Background: an optimization exercise with open tools, aiming at small area. Do not read the settings as production practice. Only simulation tests tie the RTL to the original design; equivalence was not proved. Power and IR drop assume default switching activity.

==> design.v <==
package capture_pkg;
  localparam int LANES = 4;
  localparam int SAMPLE_WIDTH = 16;
  typedef logic [SAMPLE_WIDTH-1:0] sample_t;
  typedef logic [LANES-1:0][SAMPLE_WIDTH-1:0] lane_bus_t;
  typedef logic [$clog2(LANES+1)-1:0] lane_count_t;
  typedef logic [LANES-1:0] bank_mask_t;
  typedef logic [$clog2(LANES)-1:0] bank_index_t;
  typedef struct packed {
    logic valid;
    lane_bus_t data;
  } capture_in_t;
  typedef struct packed {
    lane_count_t lane_count;
    bank_mask_t full_mask;
    bank_mask_t init_mask;
  } capture_mode_t;
  typedef struct packed {
    sample_t data;
    logic last;
  } stream_beat_t;
endpackage
`timescale 1ns/1ps
module capture_buffer (
  input logic capture_clk,
  input logic capture_reset,
  input logic [64:0] capture_in,
  input logic [2:0] active_channels,
  input logic start,
  input logic stop,
  input logic sw_reset,
  input logic readout_start,
  output logic full,
  output logic [19:0] write_depth,
  output logic [16:0] readout_out,
  output logic readout_valid,
  input logic readout_ready
);
  logic start_q, stop_q, start_edge, stop_edge;
  logic active;
  logic ge2, is4;           
  logic valid_q;            
  logic [3:0] wmask;
  logic [3:0][3:0] waddr;
  logic [3:0] bfull;
  logic readout_done;
  logic start_rise;
  assign start_rise = start & ~start_q & ~active;
  always_ff @(posedge capture_clk) begin
    if (capture_reset) begin
      start_q <= 1'b0;
      stop_q <= 1'b0;
      start_edge <= 1'b0;
      stop_edge <= 1'b0;
    end else begin
      start_q <= start;
      stop_q <= stop;
      start_edge <= start_rise;
      stop_edge <= stop & ~stop_q;
    end
  end
  always_ff @(posedge capture_clk) begin
    if (start_rise) begin
      ge2 <= ~active_channels[0];
      is4 <= active_channels[2];
    end
  end
  always_ff @(posedge capture_clk) begin
    valid_q <= capture_in[64];
  end
  logic [3:0] full_mask, init_mask;
  assign full_mask = {1'b1, ge2, is4, is4};
  assign init_mask = {is4, is4, ge2, 1'b1};
  logic [3:0] wen, last_write;
  always_comb begin
    for (int b = 0; b < 4; b++) begin
      wen[b] = valid_q & active & wmask[b];
      last_write[b] = wen[b] & (&waddr[b]);
    end
  end
  logic group_full_now;
  assign group_full_now = |(last_write & full_mask);
  logic active_d;
  always_comb begin
    if (capture_reset | sw_reset) active_d = 1'b0;
    else if (active) active_d = ~(stop_edge | group_full_now);
    else active_d = start_edge;
  end
  always_ff @(posedge capture_clk) begin
    active <= active_d;
  end
  logic n1, n2;
  assign n1 = ~ge2;
  assign n2 = ge2 & ~is4;
  logic [3:0] set_mask, mask_d;
  assign set_mask[0] = 1'b0;
  assign set_mask[1] = n1 & last_write[0];
  assign set_mask[2] = (n1 & last_write[1]) | (n2 & last_write[0]);
  assign set_mask[3] = (n1 & last_write[2]) | (n2 & last_write[1]);
  always_comb begin
    if (capture_reset | sw_reset) mask_d = 4'b0;
    else if (start_edge) mask_d = init_mask;
    else mask_d = (wmask | set_mask) & ~last_write;
  end
  always_ff @(posedge capture_clk) begin
    wmask <= mask_d;
  end
  logic clr;
  assign clr = capture_reset | sw_reset | readout_done;
  logic [3:0][3:0] waddr_d;
  logic [3:0] bfull_d;
  always_comb begin
    for (int b = 0; b < 4; b++) begin
      if (clr) begin
        waddr_d[b] = 4'd0;
        bfull_d[b] = 1'b0;
      end else begin
        waddr_d[b] = waddr[b] + {3'd0, wen[b]};
        bfull_d[b] = bfull[b] | last_write[b];
      end
    end
  end
  always_ff @(posedge capture_clk) begin
    waddr <= waddr_d;
    bfull <= bfull_d;
  end
  always_ff @(posedge capture_clk) begin
    for (int b = 0; b < 4; b++) begin
      if (capture_reset) write_depth[5*b +: 5] <= 5'd0;
      else write_depth[5*b +: 5] <= bfull[b] ? 5'd16 : {1'b0, waddr[b]};
    end
  end
  assign full = |(bfull & full_mask);
  logic [3:0][15:0] din;
  logic [15:0] lane0, lane1, lane2, lane3;
  assign lane0 = capture_in[15:0];
  assign lane1 = capture_in[31:16];
  assign lane2 = capture_in[47:32];
  assign lane3 = capture_in[63:48];
  assign din[0] = lane0;
  assign din[1] = ge2 ? lane1 : lane0;
  assign din[2] = is4 ? lane2 : lane0;
  assign din[3] = is4 ? lane3 : (ge2 ? lane1 : lane0);
  logic [3:0] bank_we;
  always_comb begin
    for (int b = 0; b < 4; b++) begin
      bank_we[b] = capture_in[64] & active_d & mask_d[b];
    end
  end
  logic [1023:0] mem;
  for (genvar b = 0; b < 4; b++) begin : g_bank
    for (genvar a = 0; a < 16; a++) begin : g_word
      always_ff @(posedge capture_clk) begin
        if (bank_we[b] && waddr_d[b] == a) begin
          mem[(16*b+a)*16 +: 16] <= din[b];
        end
      end
    end
  end
  logic rs_q;
  logic [6:0] rd_cnt;
  logic flush;
  assign flush = capture_reset | sw_reset;
  logic rd_inc;
  assign rd_inc = rd_cnt[6] ? rd_cnt[5] : readout_ready;
  always_ff @(posedge capture_clk) begin
    if (flush) begin
      rs_q <= 1'b0;
      rd_cnt <= 7'd64;
    end else begin
      rs_q <= readout_start;
      if (readout_start & ~rs_q) rd_cnt <= 7'd123;
      else if (rd_inc) rd_cnt <= rd_cnt + 7'd1;
    end
  end
  assign readout_valid = ~rd_cnt[6];
  assign readout_done = ~rd_cnt[6] & readout_ready & (&rd_cnt[5:0]);
  assign readout_out = {mem[rd_cnt[5:0]*16 +: 16], &rd_cnt[5:0]};
endmodule
==> run.sh <==
#!/bin/bash
# synth_recipe.tcl (not shown) runs the flow's synth.tcl, then flattens the netlist and writes it again
# the make line also repeats each setting of config.mk as NAME=value (left out here)
make -C /OpenROAD-flow-scripts/flow DESIGN_CONFIG=/design/flow/config.mk WORK_HOME=/design/flow/orfs CLKGATE_MAP_FILE= SYNTH_SCRIPT=/design/flow/synth_recipe.tcl finish
==> config.mk <==
export PLATFORM = sky130hd
export DESIGN_NAME = capture_buffer
export DESIGN_NICKNAME = capture_buffer
export VERILOG_FILES = /design/flow/design.v
export SDC_FILE = /design/flow/constraint.sdc
export NUM_CORES = 4
export LEC_CHECK = 0
export CAP_MARGIN = 20
export CORE_MARGIN = 2
export CORE_UTILIZATION = 40
export SLEW_MARGIN = 20
==> constraint.sdc <==
create_clock -name core_clock -period 5.0 [get_ports {capture_clk}]
set_input_delay 1.0000 -clock core_clock [delete_from_list [all_inputs] [get_ports {capture_clk}]]
set_output_delay 1.0000 -clock core_clock [all_outputs]
set_load 0.01 [all_outputs]
==> results of run 1 <==
## flip-flops by register name (all words and copies together) (netlist names), 4 cells and up
register     cells
wmask            4
waddr           16
rd_cnt           7
mem           1024
write_depth     20
bfull            4
## per-stage QoR
stage | setup WS, ns | utilization, % | instances | TNS [ns]
2_1_floorplan | 0.966 | - | 2213 | 0
3_3_place_gp | 0.464 | 43.8 | 3746 | 0
3_5_place_dp | 0.474 | 43.8 | 3746 | 0
4_1_cts | -0.000152 | 47.1 | 3955 | -0.000152
5_1_grt | 0.00288 | 47.1 | 3955 | 0
6_report | 0.0312 | 47.1 | 3956 | 0
## cell usage after synthesis, types with 15 or more instances
master    number
nor4_1        24
a21oi_1       38
nand3_1       22
o21ai_0       18
clkbuf_1      46
and2_1        26
nand2_1       53
edfxtp_1    1026
mux2_2        85
nor2_1        92
inv_1         15
buf_2         58
nor2b_1       42
o22ai_1       37
mux4_2       232
buf_4         16
mux2i_1       15
o41ai_1       24
dfxtp_1       58
nor3_1        74
## worst max path at each step
| stage | cells past startpoint | to | slack [ns] | from |
|---|---|---|---|---|
| after floorplan | 5 | mem[384] | 0.97 | sw_reset |
| after global placement | 6 | readout_out[9] | 0.46 | rd_cnt[0] |
| after detailed placement | 8 | readout_out[10] | 0.47 | rd_cnt[0] |
| after CTS | 9 | readout_out[6] | -0.0002 | rd_cnt[0] |
| after global routing | 8 | readout_out[12] | 0.003 | rd_cnt[0] |
| final | 6 | readout_out[13] | 0.03 | rd_cnt[0] |
## power by group through the flow
stage	Clock, mW	Sequential [mW]	Combinational, mW
after floorplan	0	10.2	0.546
after global placement	0	10.2	0.966
after detailed placement	0	10.2	0.989
after CTS	7.95	10.0	1.02
after global routing	8.30	10.0	1.08
final	7.80	10.0	1.01
## logic make-up (layout without fill, tap and decap cells)
kind of cell / after synthesis / in the layout / share of synthesized area [%]
flip-flops: 1084 / 1084 / 74.4
AND/OR/NAND/NOR: 397 / 397 / 4.83
adder cells (fa/ha/maj): 9 / 9 / 0.262
multiplexers: 332 / 332 / 14.7
other: 0 / 1 / 0
buffers and inverters: 150 / 489 / 1.69
XOR/XNOR: 17 / 17 / 0.346
AO/OA/AOI/OAI: 224 / 224 / 3.78
## what timing repair did
action | in CTS | in global routing
buffers inserted | 3 | 0
setup endpoints to repair | 16 | 5
resized for setup | 8 | 5
## layer usage
layer	up-vias	GRT usage [%]	routed length, um
met2	1085	30.9	51600
met3	121	4.15	10800
met4	0	5.12	2160
met1	12200	30.6	48900
li1	9650	-	-
met5	-	0	0
## final cells by class
type / count / area [um2] / area share, %
Clock inverter: 60 / 452 / 0.897
Tap cell: 1403 / 1760 / 3.49
Clock buffer: 146 / 2960 / 5.88
Inverter: 16 / 60.1 / 0.119
Timing Repair Buffer: 267 / 2450 / 4.87
Antenna cell: 1 / 2.50 / 0.00497
Multi-Input combinational cell: 979 / 10700 / 21.2
Sequential cell: 1084 / 32000 / 63.5
==> summary.md, run 1 <==
| Metric | Value |
|---|---|
| Status | complete, no violations |
| CP Cell Sequence | buf_4 > mux4_2 > mux2_2 > a21oi_1 > o31ai_1 > clkdlybuf4s50_1 |
| Worst R2R Setup Slack | approximately 1.4 ns |
| Comb power frac | under 10% |
| Die ar. | roughly 0.11 mm2 |
| CP Capture Type | primary output |
| WL/cell | ~29 um |
| Mapped Cells | 2213 |
| Worst EP arrival | roughly 4.0 ns |
| Post-synthesis sequential area ratio | 74.4% |
| Worst hold slack | just under 0.4 ns |
| Switching Share | roughly 21% |
| Seq pwr share | between 50 and 60% |
| DIE HEIGHT | roughly 330 um |
| #FFs+latches synth | about 1100 |
| Worst Hold Endpoint | stop_edge |
| Routed WL | 113000 um |
| Int Pwr | between 10 and 15 mW |
| Crit-path max FO | 17 |
| Site row count | 120 |
| Congestion Overflow GR | 0 |
| Clock power share | between 40% and 50% |
| Worst path bufs/invs | 2 |
| Placed Area | approximately 0.047 mm2 |
| Hold Path Cell Cnt | 1 |
| Netlist cell types | 65 |
| Commonest register cell after synthesis | edfxtp_1 |
| FILL cells | between 8000 and 9000 |
| Power per cell area | around 370 mW/mm2 |
| CTS HTree Levels | 3 |
| All-Layer GR Usage | 20.5% |
| Layout cells sized above 1 | between 20% and 30% |
| Crit Reg-Reg Endpoint | mem[751] |
| Post-DRT Antenna Nets | 0 |
| Slew headroom | between 20 and 30% |
| Total power draw | 18.8 mW |
| Io pins | 114 |
| Post-synth top area share | between 70% and 80% |
| DRC | 0 |
| Clk Latency, worst-skew pair | roughly 0.70 ns |
| Routability congestion estimate | about 0.84 |
| RSZ-0062 raised after global routing | no |
| Final instance area | around 0.050 mm2 |
| Max Clk Rate | 0.201 GHz |
| Max Slew Vio Count | 0 |
| Worst slew pin tran | ~1.1 ns |
| Most common cell after layout, fill and taps aside | edfxtp_1 |
| Synth Warn # | 1 |
| Mapped Area | ~0.043 mm2 |
| Clock-pin transition on the worst setup and hold timing paths | approximately 0.06 ns |
| CTS tree | done |
| Post-route minimum period | 4.97 ns |
| Hold_buf cts | 0 |
| First-pass iteration count of the detailed router | 5 |
| Initial Util | about two fifths |
| Area Growth Syn to Fin | 17.1% |
| DR iter-0 viols | around 2600 |
| DP HPWL | ~73000 um |
| Synth top area cells | edfxtp_1 (72%), mux4_2 (12%), dfxtp_1 (2.7%), mux2_2 (2.2%), nor3_1 (0.86%) |
| Maximum vdd drop | roughly 0.00028 V |
| Setup CP Type | flop to primary output |
| Asr flop ratio synth | 0% |
| Clock Skew | between 0.03 and 0.04 ns |
| Final period util | between 90% and 100% |
| Syn nets | roughly 2300 |
| Largest net degree at the start of global routing | 46 |
| Number of buffers created by CTS | 110 |
| Final hold vios | 0 |
| Chip width | 332 um |
| Core Footprint | about 0.11 mm2 |
| Antenna violations before repair | 9 |
| CTS root buf | clkbuf_16 |
| Net Sw Power | approximately 4.0 mW |
| R2r startpoint | rd_cnt[2] |
| EDFF count, synth | 1026 |
| Most frequent cells in the layout | edfxtp_1 (1026), mux4_2 (232), buf_4 (140) |
| NumNets Final | approximately 2500 |
| Synth area leader | edfxtp_1 |
| DR vias/cell | 5.83 |
| Worst hold path startpoint | stop_q |
| Crit path largest cell delay | 0.61 ns |
| Max_cap viols | 0 |
| Worst Reg-to-Reg Cells | 9 |
| First-pass GRT wire length | approximately 160000 um |
| Hold/Removal Path Class | flop to flop |
| Vias | roughly 23000 |
| Leakage | about 15 nW |
| Final setup viols | 0 |
| Syn avg cell area | approximately 19 um2 |
| Number of global-route vias before repair | about 23000 |
| Crit path max-delay family | buffers and inverters |
| Critical path's slowest cell | dfxtp_4 |
| Crit start category | flop |
| Clk buf depth | 3 |
| CTS sink cnt | around 1100 |
| CP required | 4.00 ns |
| PortBufs | between 100 and 150 |
==> run 2, diff against run 1 <==
--- a/design.v
+++ b/design.v
@@ -176,4 +176,11 @@
   assign readout_valid = ~rd_cnt[6];
   assign readout_done = ~rd_cnt[6] & readout_ready & (&rd_cnt[5:0]);
-  assign readout_out = {mem[rd_cnt[5:0]*16 +: 16], &rd_cnt[5:0]};
+  logic [63:0] rsel;
+  logic [15:0] rdata;
+  always_comb begin
+    for (int w = 0; w < 64; w++) rsel[w] = (rd_cnt[5:0] == w);
+    rdata = '0;
+    for (int w = 0; w < 64; w++) rdata = rdata | (mem[w*16 +: 16] & {16{rsel[w]}});
+  end
+  assign readout_out = {rdata, &rd_cnt[5:0]};
 endmodule
--- a/config.mk
+++ b/config.mk
@@ -8,4 +8,4 @@
 export CAP_MARGIN = 20
 export CORE_MARGIN = 2
-export CORE_UTILIZATION = 40
+export CORE_UTILIZATION = 65
 export SLEW_MARGIN = 20
==> run 2 against run 1 <==
Net effect: the layout now fails its checks (negative setup slack); synthesized area shrank 5.2%; sequential power about the same; worst hold slack lost 0.0010 ns; clock power down 2%; critical path type unchanged; highest routed layer is now met5.
==> summary.md, run 2 <==
| Metric | Value |
|---|---|
| Post-synth top cells | edfxtp_1 (1026), a22oi_1 (412), nand2_1 (139) |
| Chip width | roughly 250 um |
| CP required | 4.00 ns |
| Count leader, synth | edfxtp_1 |
| Syn avg cell area | 16.5 um2 |
| Mapped Area | roughly 0.04 mm2 |
| Worst slew pin tran | 1.08 ns |
| Antenna violations before repair | 8 |
| Worst R2R Setup Slack | ~1.2 ns |
| Number of buffers created by CTS | 102 |
| All-Layer GR Usage | 53.8% |
| Clock-pin transition on the worst setup and hold timing paths | 0.06 ns |
| Syn nets | about 2600 |
| EDFF count, synth | a little over 1000 |
| #FFs+latches synth | ~1100 |
| Setup_tns | -0.0829 ns |
| Final instance area | between 0.04 and 0.05 mm2 |
| CTS sink cnt | between 1000 and 1500 |
| Die ar. | between 0.06 and 0.07 mm2 |
| Routability congestion estimate | 1.03 |
| Post-route minimum period | approximately 5 ns |
| Top Registers | mem (1024), write_depth (20), waddr (16) |
| Pre-CTS setup slack | a little under 0.4 ns |
| Site row count | between 90 and 100 |
| Synth Warn # | 1 |
| Io pins | ~110 |
| Final period util | 100% |
| CTS root buf | clkbuf_16 |
| Clock Skew | between 0.03 and 0.04 ns |
| RSZ-0062 raised after global routing | no |
| CTS HTree Levels | 3 |
| Most frequent cells in the layout | edfxtp_1 (1026), a22oi_1 (412), buf_4 (252) |
| CP Capture Type | primary output |
| Post-DRT Antenna Nets | 0 |
| CTS tree | done |
| Synth Area in XOR/XNOR | 0.322% |
| Number of global-route vias before repair | roughly 28000 |
| Adder-Cell Fraction of Synth Area | 0.368% |
| NumNets Final | just under 3000 |
| Area Growth Syn to Fin | 18.6% |
| Status | failed layout checks |
| Final hold vios | 0 |
| First-pass GRT wire length | between 200000 and 250000 um |
| Compound-cell area share of the yosys netlist | between 10% and 20% |
| Worst setup margin | -0.0183 ns |
| Core Footprint | between 0.06 and 0.07 mm2 |
| Placed Area | 0.0449 mm2 |
| Largest net degree at the start of global routing | 34 |
| Power per cell area | about 380 mW/mm2 |
| Setup CP Type | flop to primary output |
| Layout cells sized above 1 | roughly 21% |
| Largest register FFs | slightly above 1000 |
| Slew headroom | around 28% |
| Initial Util | between 60 and 70% |
| Crit-path max FO | 10 |
| Max_cap viols | 0 |
| First-pass iteration count of the detailed router | 7 |
| Most common cell after layout, fill and taps aside | edfxtp_1 |
| DR vias/cell | around 7.9 |
| Synth area leader | edfxtp_1 |
| Simple-gate share of the synthesized area | under 10% |
| Commonest register cell after synthesis | edfxtp_1 |
| Max Slew Vio Count | 0 |
| Worst hold slack | around 0.38 ns |
| Worst EP arrival | approximately 4 ns |
| Clk buf depth | 3 |
| DP HPWL | 104000 um |
| M1 GR Usage | between 60 and 70% |
| DR iter-0 viols | between 5000 and 6000 |
| Post-synth top area share | between 70 and 80% |
| Clk Latency, worst-skew pair | roughly 0.69 ns |
| Final setup viols | 7 |
| Vias | slightly below 30000 |
| Biggest register | mem |
| Max Clk Rate | approximately 0.2 GHz |
| Largest family of logic cells by synthesized area | compound AO/OA/AOI/OAI gates |
| Met2 GRT Util | ~73% |
| Leakage | about 16 nW |
| Mux cell area share after synthesis | under 10% |
| Asr flop ratio synth | 0% |
| Netlist cell types | 60 |
| DRC | 0 |
| Post-synthesis sequential area ratio | around four fifths |
| Finished Layout Cells | 3762 |
| Mapped Cells | ~2500 |
| Congestion Overflow GR | 0 |
| Synth top area cells | edfxtp_1 (76%), a22oi_1 (7.6%), dfxtp_1 (2.8%), mux2_2 (1.5%), nand2_1 (1.3%) |
| Dpl cells | about 3600 |
| Maximum vdd drop | about 0.00032 V |
| Routed WL | between 150000 and 200000 um |
| WL/cell | between 40 and 50 um |
| Layer with the highest usage | met2 |
| Crit start category | flop |
| Hold/Removal Path Class | flop to flop |
| PortBufs | 112 |
| DIE HEIGHT | approximately 250 um |
| SO Faults | negative setup slack |
| Grt met3 use | between 20 and 30% |
## run 2: report_power, final
| part | internal [mW] | switching (mW) |
|---|---|---|
| Clock | 4.26 | 3.37 |
| Sequential | 9.99 | 0.0145 |
| Combinational | 0.218 | 0.507 |
## run 2: per-stage QoR
step | power, mW | util (%)
global route | 18.6 | 78.1
global placement | 10.9 | 72.7
floorplan | 10.5 | -
detailed placement | 10.9 | 72.7
finish | 18.4 | 78.2
CTS | 18.3 | 78.1
## run 2: kinds of logic after synthesis
logic type,count (synthesis)
simple gates,614
fa+ha+maj,12
flops,1084
compound gates,543
buf+inv,134
xor+xnor,15
mux,68
## run 2: final cells by class
class,count,area [um2]
Clock inverter,59,541
Clock buffer,127,2710
Antenna cell,12,30.0
Sequential cell,1084,32000
Inverter,17,63.8
Fill cell,3524,13500
Tap cell,837,1050
Multi-Input combinational cell,1252,8750
Timing Repair Buffer,374,3210
## run 2: metal layers
layer | up-vias | part of all wire, % | routed length (um)
met5 | - | 0.059 | 101
met4 | 4 | 10 | 17700
met3 | 1031 | 20 | 34400
met2 | 3626 | 40 | 68700
met1 | 14100 | 29 | 50300
li1 | 10800 | - | -
## run 2: worst max-delay path: stages, from the launching register on
cell             delay [ns]
dfxtp_1                0.39
ha_2                   0.43
or3b_2                 0.62
nor2_4                 0.46
buf_4                  0.35
a32oi_1                0.12
nand4_1                0.16
nor2_1                 0.08
nand3_1                0.16
clkdlybuf4s50_1        0.57
## run 2: worst paths after layout
check,startpoint,to,cells past startpoint
worst max-delay path,rd_cnt[0],readout_out[12],9
worst min register to register,stop_q,stop_edge,1
worst max register to register,rd_cnt[0],mem[108],10
worst min-delay path,stop_q,stop_edge,1
## run 2: timing repair
action	CTS	global route
gates cloned	0	0
setup buffers	5	0
hold endpoints to repair	0	0
hold buffers	0	0
pin swaps	2	0
endpoints found under the setup margin	15	10
gates resized for setup	15	13
==> run 3, diff against run 2 <==
--- a/config.mk
+++ b/config.mk
@@ -9,3 +9,5 @@
 export CORE_MARGIN = 2
 export CORE_UTILIZATION = 65
+export CTS_BUF_LIST = sky130_fd_sc_hd__clkbuf_4 sky130_fd_sc_hd__clkbuf_8
+export CTS_CLUSTER_SIZE = 30
 export SLEW_MARGIN = 20
==> run 3 against run 2 <==
Net effect: combinational power up 0.7%; setup slack worse by 0.034 ns; count of clock-buffer cells in the layout grew 100; cell area up 0.17%; largest power group unchanged; global-route usage increased by 0.053 points; worst hold slack improved by 0.0048 ns; non-clock buffer count grew 4; cell count grew 3.0%; first-iteration DRC count up 0.20%; still fails the layout checks on negative setup slack; flip-flop and latch count unchanged.
==> summary.md, run 3 <==
| Metric | Value |
|---|---|
| Site row count | 91 |
| Crit-path max FO | 16 |
| Most common cell after layout, fill and taps aside | edfxtp_1 |
| Max Slew Vio Count | 0 |
| DP HPWL | 104000 um |
| #FFs+latches synth | 1084 |
| Crit start category | flop |
| Setup CP Type | flop to primary output |
| Leakage | 16.1 nW |
| Syn nets | roughly 2600 |
| Most frequent cells in the layout | edfxtp_1 (1026), a22oi_1 (412), buf_4 (254) |
| Routed WL | ~170000 um |
| Power per cell area | around 370 mW/mm2 |
| All-Layer GR Usage | 53.8% |
| Final period util | 101% |
| CTS sink cnt | 1084 |
| NumNets Final | between 2000 and 3000 |
| Netlist cell types | 60 |
| Dpl cells | ~3600 |
| Congestion Overflow GR | 0 |
| Worst EP arrival | 4.05 ns |
| Core Footprint | around 0.062 mm2 |
| CP Cell Sequence | buf_4 > nand3b_1 > nor2_2 > buf_4 > buf_4 > a22oi_1 > nand2_1 > nor4_1 > nand3_1 > clkdlybuf4s50_1 |
| CTS HTree Levels | 4 |
| Max Clk Rate | between 0.15 and 0.2 GHz |
| Status | failed layout checks |
| Synth top area cells | edfxtp_1 (76%), a22oi_1 (7.6%), dfxtp_1 (2.8%), mux2_2 (1.5%), nand2_1 (1.3%) |
| Commonest register cell after synthesis | edfxtp_1 |
| Largest register FFs | slightly above 1000 |
| Chip width | 254 um |
| Hold Path Cell Cnt | 1 |
| Largest net degree at the start of global routing | 34 |
| Worst slew pin tran | 1.03 ns |
| Count leader, synth | edfxtp_1 |
| Synth area leader | edfxtp_1 |
| First-pass GRT wire length | 226000 um |
| Crit path max-delay family | buffers and inverters |
| Die ar. | roughly 0.065 mm2 |
| Max_cap viols | 0 |
| CTS root buf | clkbuf_8 |
| Vias | around 30000 |
| Mapped Area | about 0.04 mm2 |
| Worst Reg-to-Reg Cells | 10 |
| Asr flop ratio synth | 0% |
| CP required | about 4 ns |
| Mapped Cells | approximately 2500 |
| DR iter-0 viols | 5980 |
| Hold/Removal Path Class | flop to flop |
| Top Registers | mem (1024), write_depth (20), waddr (16) |
| Final setup viols | 5 |
| Post-route minimum period | between 5 and 6 ns |
| CP Capture Type | primary output |
| Synth Warn # | 1 |
| Clock Skew | 0.0347 ns |
| Initial Util | between 60% and 70% |
| Slew headroom | 31.0% |
| Area Growth Syn to Fin | 18.7% |
| DRC | 0 |
| Antenna violations before repair | 12 |
| Layout cells sized above 1 | ~24% |
| WP depth | 10 |
| DR vias/cell | 7.74 |
| Syn avg cell area | ~17 um2 |
| Post-synth top area share | between 70% and 80% |
| Post-synth top cells | edfxtp_1 (1026), a22oi_1 (412), nand2_1 (139) |
| Post-DRT Antenna Nets | 0 |
| Clk buf depth | 3 |
| Clock-pin transition on the worst setup and hold timing paths | around 0.060 ns |
| Finished Layout Cells | approximately 3900 |
| First-pass iteration count of the detailed router | 7 |
| Final hold vios | 0 |
| Number of buffers created by CTS | between 150 and 200 |
| Worst path bufs/invs | 4 |
| Worst hold slack | between 0.3 and 0.4 ns |
| Critical path's slowest cell | nor2_2 |
| Cell mode on critical path | buf_4 |
| Hold_buf cts | 0 |
| Worst setup margin | -0.0520 ns |
| Post-synthesis sequential area ratio | between 70% and 80% |
| DIE HEIGHT | 254 um |
| Io pins | 114 |
| EDFF count, synth | about 1000 |
| CTS tree | done |
| WL/cell | 44.4 um |
| Number of global-route vias before repair | between 20000 and 30000 |
| Clk Latency, worst-skew pair | approximately 0.84 ns |
| Maximum vdd drop | roughly 0.0003 V |
| Crit path largest cell delay | 0.75 ns |
| Routability congestion estimate | 1.03 |
| PortBufs | 112 |
| Biggest register | mem |
| SO Faults | negative setup slack |
==> run 3: cells by family (layout without fill, tap and decap cells) <==
logic type               after synthesis  after routing  share of synthesized area (%)
XOR/XNOR                              15             15                          0.322
AO/OA/AOI/OAI                        543            543                           10.1
buffers and inverters                134            688                           1.35
multiplexers                          68             68                           1.84
flip-flops                          1084           1084                           78.4
AND/OR/NAND/NOR                      614            614                           7.61
other                                  0             13                              0
adder cells (fa/ha/maj)               12             12                          0.368
==> run 3: path summary, 6_finish.rpt <==
check,end,start,slack (ns)
setup / recovery,readout_out[12],rd_cnt[4],-0.05
hold / removal,stop_edge,stop_q,0.39
setup reg to reg,mem[125],rd_cnt[1],1.24
hold reg to reg,stop_edge,stop_q,0.39
==> run 3: area by class of cell <==
cell class | count | area, um2
repair buffers | 378 | 3240
fillers | 3575 | 13400
clock buffers | 227 | 2750
inverters | 17 | 63.8
well taps | 837 | 1050
multi-input cells | 1252 | 8850
clock inverters | 66 | 454
diodes | 13 | 32.5
flip-flops and latches | 1084 | 32000
==> run 3: worst register-to-register path, stage by stage, from the launching register on <==
cell     delay, ns
dfxtp_2       0.36
ha_4          0.24
buf_4         0.19
nand3_1       0.34
nor2_2        0.17
buf_4         0.27
a21o_1        0.29
nor2_1        0.42
nand4_1       0.34
nor3_2        0.28
buf_4         0.48
==> run 3: what timing repair did <==
action	in CTS	in global routing
resized for setup	37	15
pin swaps	2	3
gates cloned	0	0
hold endpoints to repair	0	0
buffers inserted	5	4
endpoints found under the setup margin	16	13
==> run 3: where the power goes <==
part | leakage, nW | internal [mW] | switching, mW
Clock | 1.68 | 3.77 | 3.44
Sequential | 9.69 | 10.0 | 0.0151
Combinational | 4.71 | 0.219 | 0.510
Total | 16.1 | 14.0 | 3.96
==> run 3: per-layer routing <==
layer / vias to the layer above / wire (um) / global-route usage [%]
li1: 10900 / - / -
met3: 1051 / 34900 / 27.0
met2: 3654 / 68900 / 72.9
met4: 10 / 17400 / 41.4
met1: 14300 / 50800 / 66.0
met5: - / 101 / 0
==> run 3: stage by stage <==
stage	utilization, %	total power [mW]	cell area (um2)	setup TNS (ns)	worst slack (ns)
after floorplan	-	10.5	40800	0	0.666
final	78.3	18.0	48400	-0.198	-0.0520
after detailed placement	72.7	10.9	44900	0	0.385
after CTS	78.1	17.8	48300	-0.0250	-0.0142
after global routing	78.3	18.2	48400	-0.0161	-0.0161
after global placement	72.7	10.9	44900	0	0.439
==> run 4, diff against run 3 <==
==> config.mk (replaced) <==
export PLATFORM = sky130hd
export DESIGN_NAME = capture_buffer
export DESIGN_NICKNAME = capture_buffer
export VERILOG_FILES = /design/flow/design.v
export SDC_FILE = /design/flow/constraint.sdc
export NUM_CORES = 4
export LEC_CHECK = 0
export CAP_MARGIN = 0
export CORE_MARGIN = 2
export CORE_UTILIZATION = 55
export SETUP_SLACK_MARGIN = 0.15
export SLEW_MARGIN = 0
==> run 4 against run 3 <==
Net effect: first-iteration DRC count shrank 11%; total power grew 5.3%; critical endpoint is now readout_out[14]; cell count grew 0.26%; clock power grew 13%; highest routed layer unchanged; register-to-register slack lost 0.05 ns; synthesized cell count is the same; maximum frequency grew 3.1%; count of clock-buffer cells in the layout shrank 99; sequential share of layout area shrank 0.99 points; combinational power grew 1%; now clean on timing, DRC and antenna; worst hold slack lost 0.0033 ns; largest power group unchanged; via count shrank 2.8%.
==> summary.md, run 4 <==
| Metric | Value |
|---|---|
| Status | complete, no violations |
| Chip width | about 280 um |
| Clock-pin transition on the worst setup and hold timing paths | ~0.060 ns |
| WL/cell | 45.8 um |
| Post-synth top cells | edfxtp_1 (1026), a22oi_1 (412), nand2_1 (139) |
| CTS tree | done |
| DP HPWL | 107000 um |
| Crit-path max FO | 17 |
| Area Growth Syn to Fin | 20.6% |
| DIE HEIGHT | 276 um |
| Power per cell area | approximately 380 mW/mm2 |
| Clk Latency, worst-skew pair | around 0.69 ns |
| Clock Skew | 0.0258 ns |
| Hold Path Cell Cnt | 1 |
| Setup CP Type | flop to primary output |
| Post-DRT Antenna Nets | 0 |
| R2r startpoint | rd_cnt[5] |
| Asr flop ratio synth | 0% |
| #FFs+latches synth | around 1100 |
| Routed WL | between 150000 and 200000 um |
| NumNets Final | slightly below 3000 |
| Final hold vios | 0 |
| DR iter-0 viols | 5345 |
| Worst Reg-to-Reg Cells | 10 |
| Mapped Cells | 2470 |
| Worst EP arrival | between 3 and 4 ns |
| Synth Warn # | 1 |
| Max_cap viols | 0 |
| Cell mode on critical path | buf_4 |
| Final setup viols | 0 |
| First-pass GRT wire length | approximately 230000 um |
| Most frequent cells in the layout | edfxtp_1 (1026), a22oi_1 (410), buf_4 (227) |
| Vias | about 29000 |
| Synth top area cells | edfxtp_1 (76%), a22oi_1 (7.6%), dfxtp_1 (2.8%), mux2_2 (1.5%), nand2_1 (1.3%) |
| Mapped Area | a little over 0.04 mm2 |
| Number of global-route vias before repair | approximately 27000 |
| Crit start category | flop |
| Largest net degree at the start of global routing | 26 |
| CTS root buf | clkbuf_16 |
| Initial Util | between 50 and 60% |
| First-pass iteration count of the detailed router | 8 |
| Post-route minimum period | 4.90 ns |
| CTS HTree Levels | 3 |
| Placed Area | ~0.045 mm2 |
| Netlist cell types | 60 |
| Setup_tns | 0 ns |
| DR vias/cell | approximately 7.5 |
| Biggest register | mem |
| Syn avg cell area | 16.5 um2 |
| Worst hold path startpoint | stop_q |
| Post-synth top area share | 75.6% |
| Worst R2R Setup Slack | ~1.2 ns |
| Syn nets | 2557 |
| CP Capture Type | primary output |
| Final period util | between 90% and 100% |
| PortBufs | 112 |
| RSZ-0062 raised after global routing | yes |
| Clk buf depth | 3 |
| Total power draw | ~19 mW |
| Crit path largest cell delay | between 0.5 and 0.6 ns |
| Max Slew Vio Count | 0 |
| Slew headroom | between 20% and 30% |
| Post-synthesis sequential area ratio | 78.4% |
| Die ar. | around 0.076 mm2 |
| Hold/Removal Path Class | flop to flop |
| Antenna violations before repair | 5 |
| Commonest register cell after synthesis | edfxtp_1 |
| Worst slew pin tran | roughly 1.0 ns |
| Max Clk Rate | a little over 0.2 GHz |
| CP required | about 4 ns |
| Synth area leader | edfxtp_1 |
| Maximum vdd drop | 0.000285 V |
| Site row count | 99 |
| Io pins | around 110 |
| Worst Hold Endpoint | stop_edge |
| Critical path's slowest cell | dfxtp_2 |
| EDFF count, synth | around 1000 |
| Top Registers | mem (1024), write_depth (20), waddr (16) |
| Hold_buf cts | 0 |
| Most common cell after layout, fill and taps aside | edfxtp_1 |
| Dpl cells | between 3000 and 4000 |
| Finished Layout Cells | around 4000 |
| CP Cell Sequence | buf_4 > nand2b_1 > buf_12 > nor2_2 > buf_4 > a22oi_1 > nand2_1 > nor4_1 > nand4_1 > clkdlybuf4s50_1 |
| DRC | 0 |
| Crit Reg-Reg Endpoint | mem[525] |
| Routability congestion estimate | between 0.9 and 1 |
| Layout cells sized above 1 | 21.6% |
| Count leader, synth | edfxtp_1 |
| All-Layer GR Usage | between 40% and 50% |
| CTS sink cnt | 1084 |
| FILL cells | 5055 |
| Largest register FFs | 1024 |
| Congestion Overflow GR | 0 |
| Final instance area | 0.0491 mm2 |
| Number of buffers created by CTS | around 110 |
| Leakage | approximately 16 nW |
| Core Footprint | ~0.073 mm2 |
run 4: per-layer routing:
layer  global-route usage [%]  share of wire, %  up-vias
met4                     29.0               7.9        4
met3                     16.1                17      732
met1                     61.2                33    14500
met5                        0             0.052        -
met2                     66.6                42     3053
li1                         -                 -    10800
run 4: repair_timing:
| action | 4_1_cts | 5_1_grt |
|---|---|---|
| endpoints found under the setup margin | 16 | 16 |
| endpoints found under the hold margin | 0 | 0 |
| buffers inserted | 5 | 6 |
| resized for setup | 38 | 37 |
| pin swaps | 5 | 7 |
run 4: power by group:
part           internal, mW  switching, mW  leakage (nW)
clock network          4.70           3.47          1.71
registers              9.99         0.0114          9.69
logic                 0.221          0.516          4.83
total                  14.9           3.99          16.2
run 4: how the worst max path moves through the flow:
stage | end | slack (ns) | start | cells after the start
final | readout_out[14] | 0.1 | rd_cnt[5] | 10
after global routing | readout_out[14] | 0.11 | rd_cnt[0] | 12
after CTS | readout_out[15] | 0.09 | rd_cnt[0] | 11
after detailed placement | readout_out[15] | 0.18 | rd_cnt[0] | 10
after global placement | readout_out[15] | 0.14 | rd_cnt[0] | 10
after floorplan | mem[672] | 0.67 | sw_reset | 7
run 4: cells by family after synthesis:
family / Yosys count / share of synthesized area (%)
buffers and inverters: 134 / 1.35
AND/OR/NAND/NOR: 614 / 7.61
adder cells (fa/ha/maj): 12 / 0.368
XOR/XNOR: 15 / 0.322
AO/OA/AOI/OAI: 543 / 10.1
flip-flops: 1084 / 78.4
multiplexers: 68 / 1.84
run 4: critical path: cells and delay by family (launching register included):
family / cells / cell delay [ns]
compound gates: 1 / 0.37
buf+inv: 4 / 1.17
flops: 1 / 0.55
simple gates: 5 / 1.10
run 4: area by class of cell:
class / instances / area (um2) / area share, %
inverter: 17 / 63.8 / 0.130
multi-input combinational: 1252 / 9040 / 18.4
antenna: 8 / 20.0 / 0.0407
sequential: 1084 / 32000 / 65.1
clock buffer: 128 / 2760 / 5.61
clock inverter: 69 / 756 / 1.54
tap: 959 / 1200 / 2.44
timing repair buffer: 367 / 3340 / 6.79
run 4: stage by stage:
stage	hold WS (ns)	worst slack, ns	util (%)
2_1_floorplan	0.367	0.666	-
3_3_place_gp	0.373	0.145	61.7
3_5_place_dp	0.380	0.184	61.7
4_1_cts	0.388	0.0898	66.8
5_1_grt	0.422	0.105	67.1
6_report	0.385	0.0993	67.1
==> run 5, diff against run 4 <==
--- a/config.mk
+++ b/config.mk
@@ -6,7 +6,7 @@
 export NUM_CORES = 4
 export LEC_CHECK = 0
-export CAP_MARGIN = 0
+export CAP_MARGIN = 10
 export CORE_MARGIN = 2
-export CORE_UTILIZATION = 55
+export CORE_UTILIZATION = 50
 export SETUP_SLACK_MARGIN = 0.15
-export SLEW_MARGIN = 0
+export SLEW_MARGIN = 10
==> run 5 against run 4 <==
Net effect: cell count up 3.0%; register-to-register slack better by 0.07 ns; die area up 9.9%; largest cell class unchanged; highest routed layer unchanged.
==> summary.md, run 5 <==
| Metric | Value |
|---|---|
| Most common cell after layout, fill and taps aside | edfxtp_1 |
| Final hold vios | 0 |
| First-pass GRT wire length | approximately 240000 um |
| Worst EP arrival | 3.85 ns |
| Io pins | 114 |
| DRC | 0 |
| Routability congestion estimate | ~1 |
| Met2 routed WL | 77900 um |
| Chip width | roughly 290 um |
| Hold/Removal Path Class | flop to flop |
| Post-DRT Antenna Nets | 0 |
| Setup_tns | 0 ns |
| Met1 Wirelength | 61600 um |
| Comb power frac | under 10% |
| CTS HTree Levels | 3 |
| Slew headroom | between 30% and 40% |
| Synth area leader | edfxtp_1 |
| Leakage | 16.2 nW |
| Post-synthesis sequential area ratio | about 78% |
| Met3 WL post-DR | approximately 28000 um |
| CP Capture Type | primary output |
| FILL cells | 6005 |
| Worst slew pin tran | between 1 and 1.5 ns |
| Site row count | 104 |
| DP HPWL | ~110000 um |
| CTS sink cnt | 1084 |
| Clk Latency, worst-skew pair | roughly 0.69 ns |
| Crit path largest cell delay | approximately 0.55 ns |
| PortBufs | roughly 110 |
| Worst path bufs/invs | 5 |
| Post-route minimum period | a little under 5 ns |
| Antenna violations before repair | 6 |
| Final period util | 96.9% |
| CP Cell Sequence | inv_1 > ha_2 > buf_4 > nand3b_1 > buf_4 > nor2_4 > buf_4 > a22oi_1 > nand4_1 > nor3_1 > nand4_1 > clkdlybuf4s50_1 |
| Dpl cells | 3783 |
| CTS root buf | clkbuf_16 |
| Die ar. | between 0.08 and 0.09 mm2 |
| Post-synth top cells | edfxtp_1 (1026), a22oi_1 (412), nand2_1 (139) |
| Final setup viols | 0 |
| Setup CP Type | flop to primary output |
| Synth Warn # | 1 |
| Max_cap viols | 0 |
| Critical path's slowest cell | clkdlybuf4s50_1 |
| Most frequent cells in the layout | edfxtp_1 (1026), a22oi_1 (411), buf_4 (249) |
| First-pass iteration count of the detailed router | 6 |
| Clock power share | 42.6% |
| Area Growth Syn to Fin | 20.4% |
| EDFF count, synth | ~1000 |
| Cell mode on critical path | buf_4 |
| Biggest register | mem |
| Int Pwr | 14.7 mW |
| Asr flop ratio synth | 0% |
| Initial Util | about 51% |
| DIE HEIGHT | 290 um |
| Routed WL | approximately 180000 um |
| CP required | ~4.0 ns |
| Crit-path max FO | 10 |
| Largest register FFs | slightly above 1000 |
| NumNets Final | 2931 |
| Largest net degree at the start of global routing | a little over 40 |
| Max Slew Vio Count | 0 |
| Number of buffers created by CTS | 108 |
| Core Footprint | ~0.081 mm2 |
| Seq pwr share | 53.5% |
| Mapped Area | 0.0408 mm2 |
| Syn avg cell area | about 17 um2 |
| Power per cell area | between 300 and 400 mW/mm2 |
| Finished Layout Cells | 4001 |
| Fin util | approximately three fifths |
| Crit path max-delay family | buffers and inverters |
| Switching Share | a little over a fifth |
| Number of global-route vias before repair | between 20000 and 30000 |
| Commonest register cell after synthesis | edfxtp_1 |
| Clock-pin transition on the worst setup and hold timing paths | 0.06 ns |
| WL/cell | ~45 um |
| Clock Skew | ~0.030 ns |
| Net Sw Power | roughly 4.0 mW |
| DR vias/cell | between 7 and 8 |
| Status | complete, no violations |
| Vias | around 29000 |
| Synth top area cells | edfxtp_1 (76%), a22oi_1 (7.6%), dfxtp_1 (2.8%), mux2_2 (1.5%), nand2_1 (1.3%) |
| Worst setup margin | approximately 0.15 ns |
| Post-synth top area share | roughly three quarters |
| Max Clk Rate | about 0.21 GHz |
| Count leader, synth | edfxtp_1 |
| #FFs+latches synth | 1084 |
| Syn nets | ~2600 |
| Maximum vdd drop | between 0.0002 and 0.0003 V |
| CTS tree | done |
| All-Layer GR Usage | between 40% and 50% |
| Mapped Cells | around 2500 |
| Clk buf depth | 3 |
| Netlist cell types | 60 |
| Pre-CTS setup slack | about 0.17 ns |
| Crit start category | flop |
| Top Registers | mem (1024), write_depth (20), waddr (16) |
| Layout cells sized above 1 | 21.7% |
| DR top layer | met5 |
| Congestion Overflow GR | 0 |
| DR iter-0 viols | slightly below 5000 |
| RSZ-0062 raised after global routing | yes |
run 5: cell counts after synthesis:
No cell type changed its count.
run 5: cell families after synthesis:
group,count (synthesis),share of synthesized area (%)
compound gates,543,10.1
xor+xnor,15,0.322
fa+ha+maj,12,0.368
buf+inv,134,1.35
flops,1084,78.4
mux,68,1.84
simple gates,614,7.61
run 5: layout make-up:
type                            count  area [um2]  share of cell area [%]
Sequential cell                  1084       32000                    65.1
Multi-Input combinational cell   1252        8960                    18.3
Timing Repair Buffer              381        3340                    6.80
Clock buffer                      134        2860                    5.83
Tap cell                         1060        1330                    2.70
Clock inverter                     66         543                    1.11
Inverter                           17        63.8                   0.130
Antenna cell                        7        17.5                  0.0357
run 5: worst paths after layout:
| check | from | end | slack, ns | cells after the start |
|---|---|---|---|---|
| hold reg to reg | stop_q | stop_edge | 0.38 | 1 |
| hold / removal | stop_q | stop_edge | 0.38 | 1 |
| setup / recovery | rd_cnt[0] | readout_out[13] | 0.15 | 12 |
| setup reg to reg | is4 | mem[1023] | 1.26 | 6 |
run 5: metrics by stage:
stage	hold WS [ns]	power, mW	instance area (um2)
2_1_floorplan	0.367	10.5	40800
3_3_place_gp	0.374	10.9	45300
3_5_place_dp	0.382	10.9	45300
4_1_cts	0.390	18.7	48900
5_1_grt	0.401	19.1	49100
6_report	0.385	18.7	49100
run 5: worst register-to-register path: stages, from the launching register on:
cell	delay [ns]
edfxtp_1	0.92
buf_4	0.59
nand2_1	0.14
o31ai_1	0.11
nand2_1	0.55
nor3_2	0.56
buf_4	0.50
run 5: what timing repair did:
action                     CTS  global route
setup endpoints to repair   16            10
resized for setup           49            21
hold buffers                 0             0
setup buffers                7             4
pin swaps                    2             3
run 5: layer usage:
metal  vias up  track usage (%)
met4         4             26.4
li1      10800                -
met5         -            0.909
met2      2887             63.6
met1     14500             56.5
met3       675             14.0
run 5: power groups by stage:
stage	clock network, mW	logic (mW)	registers, mW
3_5_place_dp	0	0.707	10.2
4_1_cts	7.95	0.719	10.0
2_1_floorplan	0	0.278	10.2
5_1_grt	8.31	0.754	10.0
6_report	7.97	0.740	10.0
3_3_place_gp	0	0.699	10.2
==> run 6, diff against run 5 <==
==> flow/run.sh (new file) <==
#!/bin/bash
# standard layout, with plain buffers on the ports instead of ORFS's default
# delay-buffer choice; every tool's log stays under orfs/logs, and the make
# output goes to standard.log
set -euo pipefail
export BUFFER_PORTS_ARGS="-buffer_cell sky130_fd_sc_hd__buf_2"
bash standard.sh > standard.log 2>&1
==> standard.sh (new file) <==
#!/bin/bash
# synth_recipe.tcl (not shown) runs the flow's synth.tcl, then flattens the netlist and writes it again
# the make line also repeats each setting of config.mk as NAME=value (left out here)
make -C /OpenROAD-flow-scripts/flow DESIGN_CONFIG=/design/flow/config.mk WORK_HOME=/design/flow/orfs CLKGATE_MAP_FILE= SYNTH_SCRIPT=/design/flow/synth_recipe.tcl "${@:-finish}"
--- a/config.mk
+++ b/config.mk
@@ -9,4 +9,6 @@
 export CORE_MARGIN = 2
 export CORE_UTILIZATION = 50
+export CTS_CLUSTER_DIAMETER = 80
+export CTS_CLUSTER_SIZE = 30
 export SETUP_SLACK_MARGIN = 0.15
 export SLEW_MARGIN = 10
removed: run.sh
==> run 6 against run 5 <==
Net effect: critical path type unchanged; largest power group unchanged; clock skew decreased by 0.0059 ns; maximum frequency fell by 0.77%; still clean; sequential power barely moved.
==> summary.md, run 6 <==
| Metric | Value |
|---|---|
| Status | complete, no violations |
| First-pass iteration count of the detailed router | 6 |
| Routability congestion estimate | 0.990 |
| Synth Warn # | 1 |
| Area Growth Syn to Fin | 13.3% |
| Worst slew pin tran | 1.37 ns |
| RSZ-0062 raised after global routing | no |
| Worst EP arrival | 3.88 ns |
| CTS tree | done |
| Commonest register cell after synthesis | edfxtp_1 |
| Syn avg cell area | 16.5 um2 |
| Top Registers | mem (1024), write_depth (20), waddr (16) |
| Routed WL | between 150000 and 200000 um |
| Placed Area | about 0.044 mm2 |
| Setup CP Type | flop to primary output |
| Syn nets | 2557 |
| Clock power share | around a third |
| Switching Share | between 20% and 30% |
| Clk buf depth | 3 |
| DR vias/cell | about 7.5 |
| Worst hold slack | around 0.4 ns |
| Int Pwr | about 12 mW |
| Crit-path max FO | 17 |
| Asr flop ratio synth | 0% |
| Final period util | 97.7% |
| Chip width | roughly 290 um |
| PortBufs | 112 |
| Clock Skew | 0.0245 ns |
| Mapped Area | between 0.04 and 0.05 mm2 |
| Comb power frac | around 4.3% |
| Max_cap viols | 0 |
| Io pins | approximately 110 |
| CP required | 4.00 ns |
| Pre-CTS setup slack | between 0.6 and 0.7 ns |
| DR iter-0 viols | 6043 |
| Dpl cells | ~3700 |
| Congestion Overflow GR | 0 |
| CTS HTree Levels | 2 |
| Synth top area cells | edfxtp_1 (76%), a22oi_1 (7.6%), dfxtp_1 (2.8%), mux2_2 (1.5%), nand2_1 (1.3%) |
| Final hold vios | 0 |
| Leakage | around 15 nW |
| Setup_tns | 0 ns |
| Clk Latency, worst-skew pair | about 0.66 ns |
| CTS sink cnt | 1084 |
| Max Clk Rate | just over 0.2 GHz |
| Number of global-route vias before repair | between 20000 and 30000 |
| Max Slew Vio Count | 0 |
| Crit start category | flop |
| Die ar. | around 0.084 mm2 |
| DRC | 0 |
| Mapped Cells | between 2000 and 2500 |
| Net Sw Power | 3.45 mW |
| Count leader, synth | edfxtp_1 |
| DP HPWL | ~110000 um |
| Core Footprint | just over 0.08 mm2 |
| Post-synthesis sequential area ratio | about 78% |
| Post-route minimum period | about 4.9 ns |
| WL/cell | approximately 46 um |
| Largest net degree at the start of global routing | 34 |
| DIE HEIGHT | 290 um |
| Finished Layout Cells | 3835 |
| Vias | 28700 |
| Post-synth top area share | about 76% |
| Seq pwr share | about 64% |
| Worst setup margin | 0.117 ns |
| Most frequent cells in the layout | edfxtp_1 (1026), a22oi_1 (412), buf_4 (215) |
| Synth area leader | edfxtp_1 |
| Layout cells sized above 1 | about 22% |
| Final setup viols | 0 |
| Slew headroom | a little under 9% |
| Most common cell after layout, fill and taps aside | edfxtp_1 |
| Post-synth top cells | edfxtp_1 (1026), a22oi_1 (412), nand2_1 (139) |
| Site row count | 104 |
| #FFs+latches synth | approximately 1100 |
| Maximum vdd drop | ~0.00029 V |
| CTS root buf | clkbuf_16 |
| CP Capture Type | primary output |
| First-pass GRT wire length | ~230000 um |
| Biggest register | mem |
| Netlist cell types | 60 |
| Hold/Removal Path Class | flop to flop |
| NumNets Final | between 2000 and 3000 |
| Post-DRT Antenna Nets | 0 |
| Power per cell area | around 340 mW/mm2 |
| Largest register FFs | slightly above 1000 |
| EDFF count, synth | 1026 |
| Initial Util | between 50% and 60% |
| Antenna violations before repair | 6 |
| Number of buffers created by CTS | 47 |
| Clock-pin transition on the worst setup and hold timing paths | roughly 0.11 ns |
| All-Layer GR Usage | 42.6% |
| Final instance area | between 0.04 and 0.05 mm2 |
==> run 6: layer usage <==
layer	global-route usage [%]	vias up	part of all wire (%)
met5	0	-	0.013
met4	27.4	4	8.0
met3	14.3	713	16
met2	61.2	2954	42
met1	55.7	14500	33
li1	-	10500	-
==> run 6: cell type report <==
type / instances / area (um2)
Inverter: 17 / 63.8
Clock inverter: 25 / 337
Multi-Input combinational cell: 1252 / 8800
Clock buffer: 50 / 1230
Timing Repair Buffer: 340 / 2430
Antenna cell: 7 / 17.5
Sequential cell: 1084 / 32000
Tap cell: 1060 / 1330
Fill cell: 6311 / 34500
==> run 6: per-stage QoR <==
| stage | utilization (%) | power (mW) |
|---|---|---|
| finish | 57.2 | 15.7 |
| global route | 57.2 | 15.9 |
| CTS | 57.1 | 15.6 |
| detailed placement | 55.0 | 10.8 |
| global placement | 55.0 | 10.8 |
| floorplan | - | 10.5 |
==> run 6: cells by family (layout without fill, tap and decap cells) <==
kind of cell             after synthesis  in the layout  share of synthesized area, %
AND/OR/NAND/NOR                      614            614                          7.61
multiplexers                          68             68                          1.84
flip-flops                          1084           1084                          78.4
buffers and inverters                134            432                          1.35
AO/OA/AOI/OAI                        543            543                          10.1
XOR/XNOR                              15             15                         0.322
adder cells (fa/ha/maj)               12             12                         0.368
other                                  0              7                             0
==> run 6: worst paths after layout <==
path | cells after the start | slack [ns] | to | startpoint
worst max-delay path | 9 | 0.12 | readout_out[2] | rd_cnt[5]
worst min-delay path | 1 | 0.40 | stop_edge | stop_q
worst max register to register | 7 | 1.27 | mem[820] | active
worst min register to register | 1 | 0.40 | stop_edge | stop_q
==> run 6: repair_timing <==
action                                  CTS  global route
cloned                                    0             0
gates resized for setup                  13            10
hold buffers                              0             0
endpoints found under the setup margin   15            14
hold endpoints to repair                  0             0
pin swaps                                 1             3
setup buffers                             5             9
==> run 6: worst max-delay path: stages (launching register included) <==
cell       delay (ns)
dfxtp_2          0.65
nand2b_1         0.18
buf_4            0.35
nor2_2           0.18
buf_4            0.20
a2111oi_0        0.55
nand3_1          0.30
nor4_1           0.42
nand3_1          0.20
buf_2            0.19
==> run 6: power groups by stage <==
stage               Clock [mW]  Sequential (mW)  Combinational [mW]
floorplan                    0             10.2               0.278
global placement             0             10.2               0.628
detailed placement           0             10.2               0.639
CTS                       4.97             9.99               0.649
global route              5.26             9.99               0.684
finish                    5.00             9.99               0.673
==> run 7, diff against run 6 <==
--- a/config.mk
+++ b/config.mk
@@ -8,7 +8,7 @@
 export CAP_MARGIN = 10
 export CORE_MARGIN = 2
-export CORE_UTILIZATION = 50
+export CORE_UTILIZATION = 60
 export CTS_CLUSTER_DIAMETER = 80
 export CTS_CLUSTER_SIZE = 30
-export SETUP_SLACK_MARGIN = 0.15
+export SETUP_SLACK_MARGIN = 0.35
 export SLEW_MARGIN = 10
==> run 7 against run 6 <==
Net effect: count of clock-buffer cells in the layout decreased by 2; utilization increased by 11 points; global-route usage increased by 7.3 points; flip-flop and latch count unchanged; first-iteration DRC count decreased by 3.0%; worst hold slack got worse by 0.011 ns; total power decreased by 2.0%; synthesized cell count unchanged; combinational power about the same; largest cell class unchanged; highest routed layer unchanged.
==> summary.md, run 7 <==
| Metric | Value |
|---|---|
| Final setup viols | 0 |
| DR vias/cell | about 8 |
| Maximum vdd drop | about 0.00028 V |
| Post-route minimum period | between 4 and 5 ns |
| Hold_buf cts | 0 |
| Largest register FFs | between 1000 and 1500 |
| Syn nets | between 2000 and 3000 |
| Vias | around 29000 |
| Placed Area | between 0.04 and 0.05 mm2 |
| Post-synth top cells | edfxtp_1 (1026), a22oi_1 (412), nand2_1 (139) |
| Biggest register | mem |
| Dpl cells | 3546 |
| Crit path largest cell delay | between 0.5 and 0.6 ns |
| Most common cell after layout, fill and taps aside | edfxtp_1 |
| Routability congestion estimate | between 1 and 1.5 |
| Routed WL | around 170000 um |
| Congestion Overflow GR | 0 |
| Grt met3 use | between 10% and 20% |
| Finished Layout Cells | roughly 3600 |
| CTS root buf | clkbuf_16 |
| WL/cell | around 48 um |
| Max_cap viols | 0 |
| CTS sink cnt | 1084 |
| Initial Util | roughly three fifths |
| EDFF count, synth | between 1000 and 1500 |
| Netlist cell types | 60 |
| Layout cells sized above 1 | 21.9% |
| Crit-path max FO | 16 |
| Hold/Removal Path Class | flop to flop |
| Max Clk Rate | about 0.21 GHz |
| Asr flop ratio synth | 0% |
| Post-DRT Antenna Nets | 0 |
| Top Registers | mem (1024), write_depth (20), waddr (16) |
| Worst path bufs/invs | 2 |
| Worst hold slack | 0.387 ns |
| Synth area leader | edfxtp_1 |
| DIE HEIGHT | around 260 um |
| Status | complete, no violations |
| Power per cell area | approximately 340 mW/mm2 |
| Clk buf depth | 3 |
| All-Layer GR Usage | 49.9% |
| Final hold vios | 0 |
| Most frequent cells in the layout | edfxtp_1 (1026), a22oi_1 (412), buf_4 (206) |
| Fin util | 68.1% |
| Syn avg cell area | between 15 and 20 um2 |
| CP required | 4.00 ns |
| Setup CP Type | flop to primary output |
| Number of global-route vias before repair | 26400 |
| Slew headroom | around 8.2% |
| Chip width | 265 um |
| Largest net degree at the start of global routing | 35 |
| #FFs+latches synth | 1084 |
| Core Footprint | approximately 0.067 mm2 |
| CTS tree | done |
| Clk Latency, worst-skew pair | 0.67 ns |
| Max Slew Vio Count | 0 |
| Die ar. | 0.0700 mm2 |
| M1 GR Usage | 63.9% |
| Mapped Area | 0.0408 mm2 |
| Number of buffers created by CTS | 45 |
| Register area | roughly 0.032 mm2 |
| PortBufs | 112 |
| Clock-pin transition on the worst setup and hold timing paths | roughly 0.11 ns |
| Area Growth Syn to Fin | 12.3% |
| NumNets Final | 2817 |
| Worst slew pin tran | around 1.4 ns |
| CP Capture Type | primary output |
| Crit path max-delay family | simple AND/OR/NAND/NOR gates |
| Worst setup margin | 0.221 ns |
| Worst EP arrival | around 3.8 ns |
| Antenna violations before repair | 13 |
| Pre-CTS setup slack | approximately 0.27 ns |
| First-pass iteration count of the detailed router | 14 |
| Setup_tns | 0 ns |
| FILL cells | between 4000 and 5000 |
| Synth top area cells | edfxtp_1 (76%), a22oi_1 (7.6%), dfxtp_1 (2.8%), mux2_2 (1.5%), nand2_1 (1.3%) |
| Layer with the highest usage | met2 |
| RSZ-0062 raised after global routing | yes |
| Critical path's slowest cell | or4_1 |
| DR iter-0 viols | between 5000 and 6000 |
| First-pass GRT wire length | 229000 um |
| DP HPWL | approximately 100000 um |
| Crit start category | flop |
| Leakage | about 15 nW |
| Final instance area | around 0.046 mm2 |
| Post-synthesis sequential area ratio | between 70% and 80% |
| Commonest register cell after synthesis | edfxtp_1 |
| Synth Warn # | 1 |
| Total power draw | around 15 mW |
| CTS HTree Levels | 2 |
| Mapped Cells | between 2000 and 2500 |
| Clock Skew | between 0.02 and 0.03 ns |
| Count leader, synth | edfxtp_1 |
| Final period util | around 96% |
| Io pins | between 100 and 150 |
| Met2 GRT Util | a little over two thirds |
| Area of the multi-input gates | 0.00892 mm2 |
| DRC | 0 |
| CP Cell Sequence | ha_1 > buf_4 > and3_1 > and3_1 > a2111oi_4 > nand3_1 > or4_1 > or4_1 > buf_2 |
| Post-synth top area share | ~76% |
| Site row count | between 90 and 100 |
## run 7: kinds of logic after synthesis
family | share of synthesized area (%)
flops | 78.4
simple gates | 7.61
compound gates | 10.1
buf+inv | 1.35
mux | 1.84
xor+xnor | 0.322
fa+ha+maj | 0.368
## run 7: timing repair
| item | in CTS | in global routing |
|---|---|---|
| setup buffers | 7 | 3 |
| endpoints found under the setup margin | 16 | 13 |
| gates resized for setup | 31 | 16 |
| pin swaps | 3 | 2 |
## run 7: final cells by class
type	count	share of cell area (%)
Sequential cell	1084	69.8
Timing Repair Buffer	330	5.11
Tap cell	873	2.39
Antenna cell	11	0.0601
Clock inverter	13	0.478
Multi-Input combinational cell	1252	19.5
Clock buffer	48	2.51
Inverter	17	0.139
## run 7: where the power goes
part           total [mW]  internal, mW  switching (mW)
clock                4.69          1.87            2.82
sequential           9.99          9.98          0.0115
combinational       0.675         0.163           0.512
total                15.4          12.0            3.34
## run 7: worst paths after layout
check,start,end,slack [ns],cells past startpoint
worst min register to register,stop_q,stop_edge,0.39,1
worst min-delay path,stop_q,stop_edge,0.39,1
worst max register to register,rd_cnt[0],mem[1023],0.89,9
worst max-delay path,rd_cnt[0],readout_out[11],0.22,9
## run 7: routing by layer
metal	routed length (um)	vias up
met5	253	-
met4	16100	16
met3	30800	867
met2	72200	3229
met1	55000	14200
li1	-	10500
## run 7: worst register-to-register path, stage by stage, from the launching register on
cell	delay, ns
dfxtp_1	0.37
ha_1	0.28
buf_4	0.27
nand3_1	0.28
nor2_4	0.22
a21o_1	0.23
nor2_1	0.37
nand2b_1	0.21
nor3_2	0.99
buf_4	0.53
==> run 8, diff against run 7 <==
--- a/config.mk
+++ b/config.mk
@@ -8,5 +8,5 @@
 export CAP_MARGIN = 10
 export CORE_MARGIN = 2
-export CORE_UTILIZATION = 60
+export CORE_UTILIZATION = 70
 export CTS_CLUSTER_DIAMETER = 80
 export CTS_CLUSTER_SIZE = 30
==> run 8 against run 7 <==
Net effect: sequential share of layout area grew 0.44 points; routed wire length shrank 4.3%; count of clock-buffer cells in the layout grew 4; die area shrank 14%; global-route usage grew 6.2 points; utilization grew 11 points; critical endpoint is now readout_out[3].
==> summary.md, run 8 <==
| Metric | Value |
|---|---|
| Largest register FFs | ~1000 |
| Slew headroom | about 29% |
| PortBufs | approximately 110 |
| Most frequent cells in the layout | edfxtp_1 (1026), a22oi_1 (412), buf_4 (209) |
| CP Capture Type | primary output |
| Routed WL | ~170000 um |
| Commonest register cell after synthesis | edfxtp_1 |
| Clock Skew | 0.0326 ns |
| Clock-pin transition on the worst setup and hold timing paths | approximately 0.11 ns |
| DIE HEIGHT | approximately 250 um |
| CTS root buf | clkbuf_16 |
| CP Cell Sequence | ha_1 > buf_4 > nand3b_1 > nor2_2 > buf_4 > a22oi_1 > nand4_1 > nor3_1 > nand4_1 > buf_2 |
| DRC | 0 |
| Final setup viols | 0 |
| Biggest register | mem |
| EDFF count, synth | between 1000 and 1500 |
| Setup CP Type | flop to primary output |
| Final period util | between 90% and 100% |
| Post-synth top cells | edfxtp_1 (1026), a22oi_1 (412), nand2_1 (139) |
| Max Slew Vio Count | 0 |
| CP required | 4.00 ns |
| Asr flop ratio synth | 0% |
| Synth area leader | edfxtp_1 |
| Site row count | 88 |
| CTS sink cnt | 1084 |
| DP HPWL | 101000 um |
| Crit path largest cell delay | ~0.8 ns |
| Crit start category | flop |
| Antenna violations before repair | 8 |
| Synth Warn # | 1 |
| Routability congestion estimate | a little over 1 |
| Power per cell area | ~330 mW/mm2 |
| First-pass GRT wire length | between 200000 and 250000 um |
| Mapped Area | ~0.04 mm2 |
| Syn avg cell area | 16.5 um2 |
| Initial Util | 70.8% |
| Setup_tns | 0 ns |
| Post-synth top area share | ~76% |
| Hold/Removal Path Class | flop to flop |
| Critical path's slowest cell | nor2_2 |
| Most common cell after layout, fill and taps aside | edfxtp_1 |
| DR vias/cell | 8.35 |
| Worst path bufs/invs | 3 |
| Max Clk Rate | approximately 0.21 GHz |
| Maximum vdd drop | ~0.00035 V |
| Number of global-route vias before repair | between 20000 and 30000 |
| CTS tree | done |
| Max_cap viols | 0 |
| RSZ-0062 raised after global routing | no |
| Congestion Overflow GR | 0 |
| Syn nets | roughly 2600 |
| Status | complete, no violations |
| Post-DRT Antenna Nets | 0 |
| Io pins | 114 |
| First-pass iteration count of the detailed router | 9 |
| NumNets Final | between 2000 and 3000 |
| Clk buf depth | 3 |
| Worst slew pin tran | around 1.1 ns |
| Mapped Cells | roughly 2500 |
| Largest net degree at the start of global routing | 39 |
| DR iter-0 viols | ~6600 |
| Chip width | roughly 250 um |
| Clk Latency, worst-skew pair | 0.65 ns |
| Dpl cells | around 3400 |
| Number of buffers created by CTS | 44 |
| WL/cell | 47.4 um |
| Worst EP arrival | 3.75 ns |
| Crit path max-delay family | simple AND/OR/NAND/NOR gates |
| Netlist cell types | 60 |
| Final hold vios | 0 |
| CTS HTree Levels | 2 |
| Area Growth Syn to Fin | 11.6% |
| Layout cells sized above 1 | 21.7% |
| Post-route minimum period | around 4.7 ns |
| Vias | 29400 |
| #FFs+latches synth | about 1100 |
| Leakage | 14.9 nW |
| Crit-path max FO | 16 |
| Die ar. | about 0.06 mm2 |
| Core Footprint | about 0.058 mm2 |
| All-Layer GR Usage | 56.0% |
| Finished Layout Cells | 3518 |
| Hold_buf cts | 0 |
| Post-synthesis sequential area ratio | 78.4% |
| Top Registers | mem (1024), write_depth (20), waddr (16) |
| Synth top area cells | edfxtp_1 (76%), a22oi_1 (7.6%), dfxtp_1 (2.8%), mux2_2 (1.5%), nand2_1 (1.3%) |
| Count leader, synth | edfxtp_1 |
-- run 8: cell type report --
class / instances / area (um2)
clock inverter: 9 / 123
timing repair buffer: 329 / 2260
inverter: 17 / 63.8
tap: 765 / 957
clock buffer: 52 / 1170
sequential: 1084 / 32000
fill: 3113 / 12100
antenna: 10 / 25.0
multi-input combinational: 1252 / 8910
-- run 8: kinds of logic (layout without fill, tap and decap cells) --
| family | Yosys count | after routing | synth area share [%] |
|---|---|---|---|
| flip-flops | 1084 | 1084 | 78.4 |
| AND/OR/NAND/NOR | 614 | 614 | 7.61 |
| AO/OA/AOI/OAI | 543 | 543 | 10.1 |
| buffers and inverters | 134 | 407 | 1.35 |
| multiplexers | 68 | 68 | 1.84 |
| XOR/XNOR | 15 | 15 | 0.322 |
| adder cells (fa/ha/maj) | 12 | 12 | 0.368 |
| other | 0 | 10 | 0 |
-- run 8: path summary, 6_finish.rpt --
path                                       end  slack [ns]      start  cells after the start
worst max-delay path            readout_out[3]        0.25  rd_cnt[1]                     10
worst min-delay path                 stop_edge        0.38     stop_q                      1
worst max register to register        mem[180]        1.02  rd_cnt[0]                     11
worst min register to register       stop_edge        0.38     stop_q                      1
-- run 8: power breakdown --
part           leakage [nW]  switching (mW)  internal (mW)
clock                 0.635            2.70           1.77
combinational          4.55           0.513          0.161
sequential             9.69          0.0102           9.98
total                  14.9            3.22           11.9
-- run 8: repair_timing --
action / 4_1_cts / 5_1_grt
gates resized for setup: 33 / 21
endpoints found under the setup margin: 16 / 13
pin swaps: 2 / 1
buffers inserted: 5 / 2
-- run 8: metal layers --
layer  GRT usage (%)  vias up  routed length [um]
met5               0        -                  37
met4            43.5        6               17700
met2            74.8     3885               66100
li1                -    10500                   -
met1            69.7    13900               47300
met3            28.2     1135               35700
-- run 8: stage by stage --
| step | setup slack [ns] | power [mW] | hold slack, ns | util (%) | area [um2] |
|---|---|---|---|---|---|
| 4_1_cts | 0.334 | 15.0 | 0.386 | 78.7 | 45300 |
| 3_3_place_gp | 0.494 | 10.8 | 0.373 | 76.2 | 43900 |
| 3_5_place_dp | 0.571 | 10.8 | 0.378 | 76.2 | 43900 |
| 5_1_grt | 0.347 | 15.3 | 0.393 | 79.0 | 45500 |
| 6_report | 0.253 | 15.1 | 0.384 | 79.0 | 45500 |
| 2_1_floorplan | 0.666 | 10.5 | 0.367 | - | 40800 |

[afterwards: timing with drivers on the ports]
Ports are ideal in the flow. The routed layouts listed here were re-timed in OpenROAD. Step 1 sets driving cells, clkbuf_16 on the clock port and buf_2 on the other inputs (assumed; they add their load-dependent delay and slew). Step 2, shift: input delay + t, output delay - t, t = (earliest + latest rising clock arrival at the registers) / 2. This alone moves slack from input paths to output paths. Slacks: ideal ports / drivers / drivers and shift; pairs: ideal ports / drivers.
run	t, ns	slack for setup (ns)	hold WS [ns]	worst register clock-pin slew, ns	cell pins on the clock port's net
run 1	0.756	0.031 / -0.040 / 0.716	0.384 / 0.384 / 0.384	0.06 / 0.06	1
run 2	0.736	-0.018 / -0.084 / 0.652	0.383 / 0.383 / 0.383	0.07 / 0.07	1
run 3	0.892	-0.052 / -0.117 / 0.775	0.388 / 0.388 / 0.388	0.07 / 0.07	1
run 4	0.748	0.099 / 0.027 / 0.614	0.385 / 0.385 / 0.385	0.07 / 0.07	1
run 5	0.746	0.154 / 0.089 / 0.653	0.385 / 0.385 / 0.385	0.07 / 0.07	1
run 6	0.724	0.117 / 0.040 / 0.764	0.397 / 0.397 / 0.397	0.12 / 0.12	1
run 7	0.726	0.221 / 0.149 / 0.497	0.387 / 0.387 / 0.387	0.12 / 0.12	1
run 8	0.706	0.253 / 0.184 / 0.485	0.384 / 0.384 / 0.384	0.12 / 0.12	1
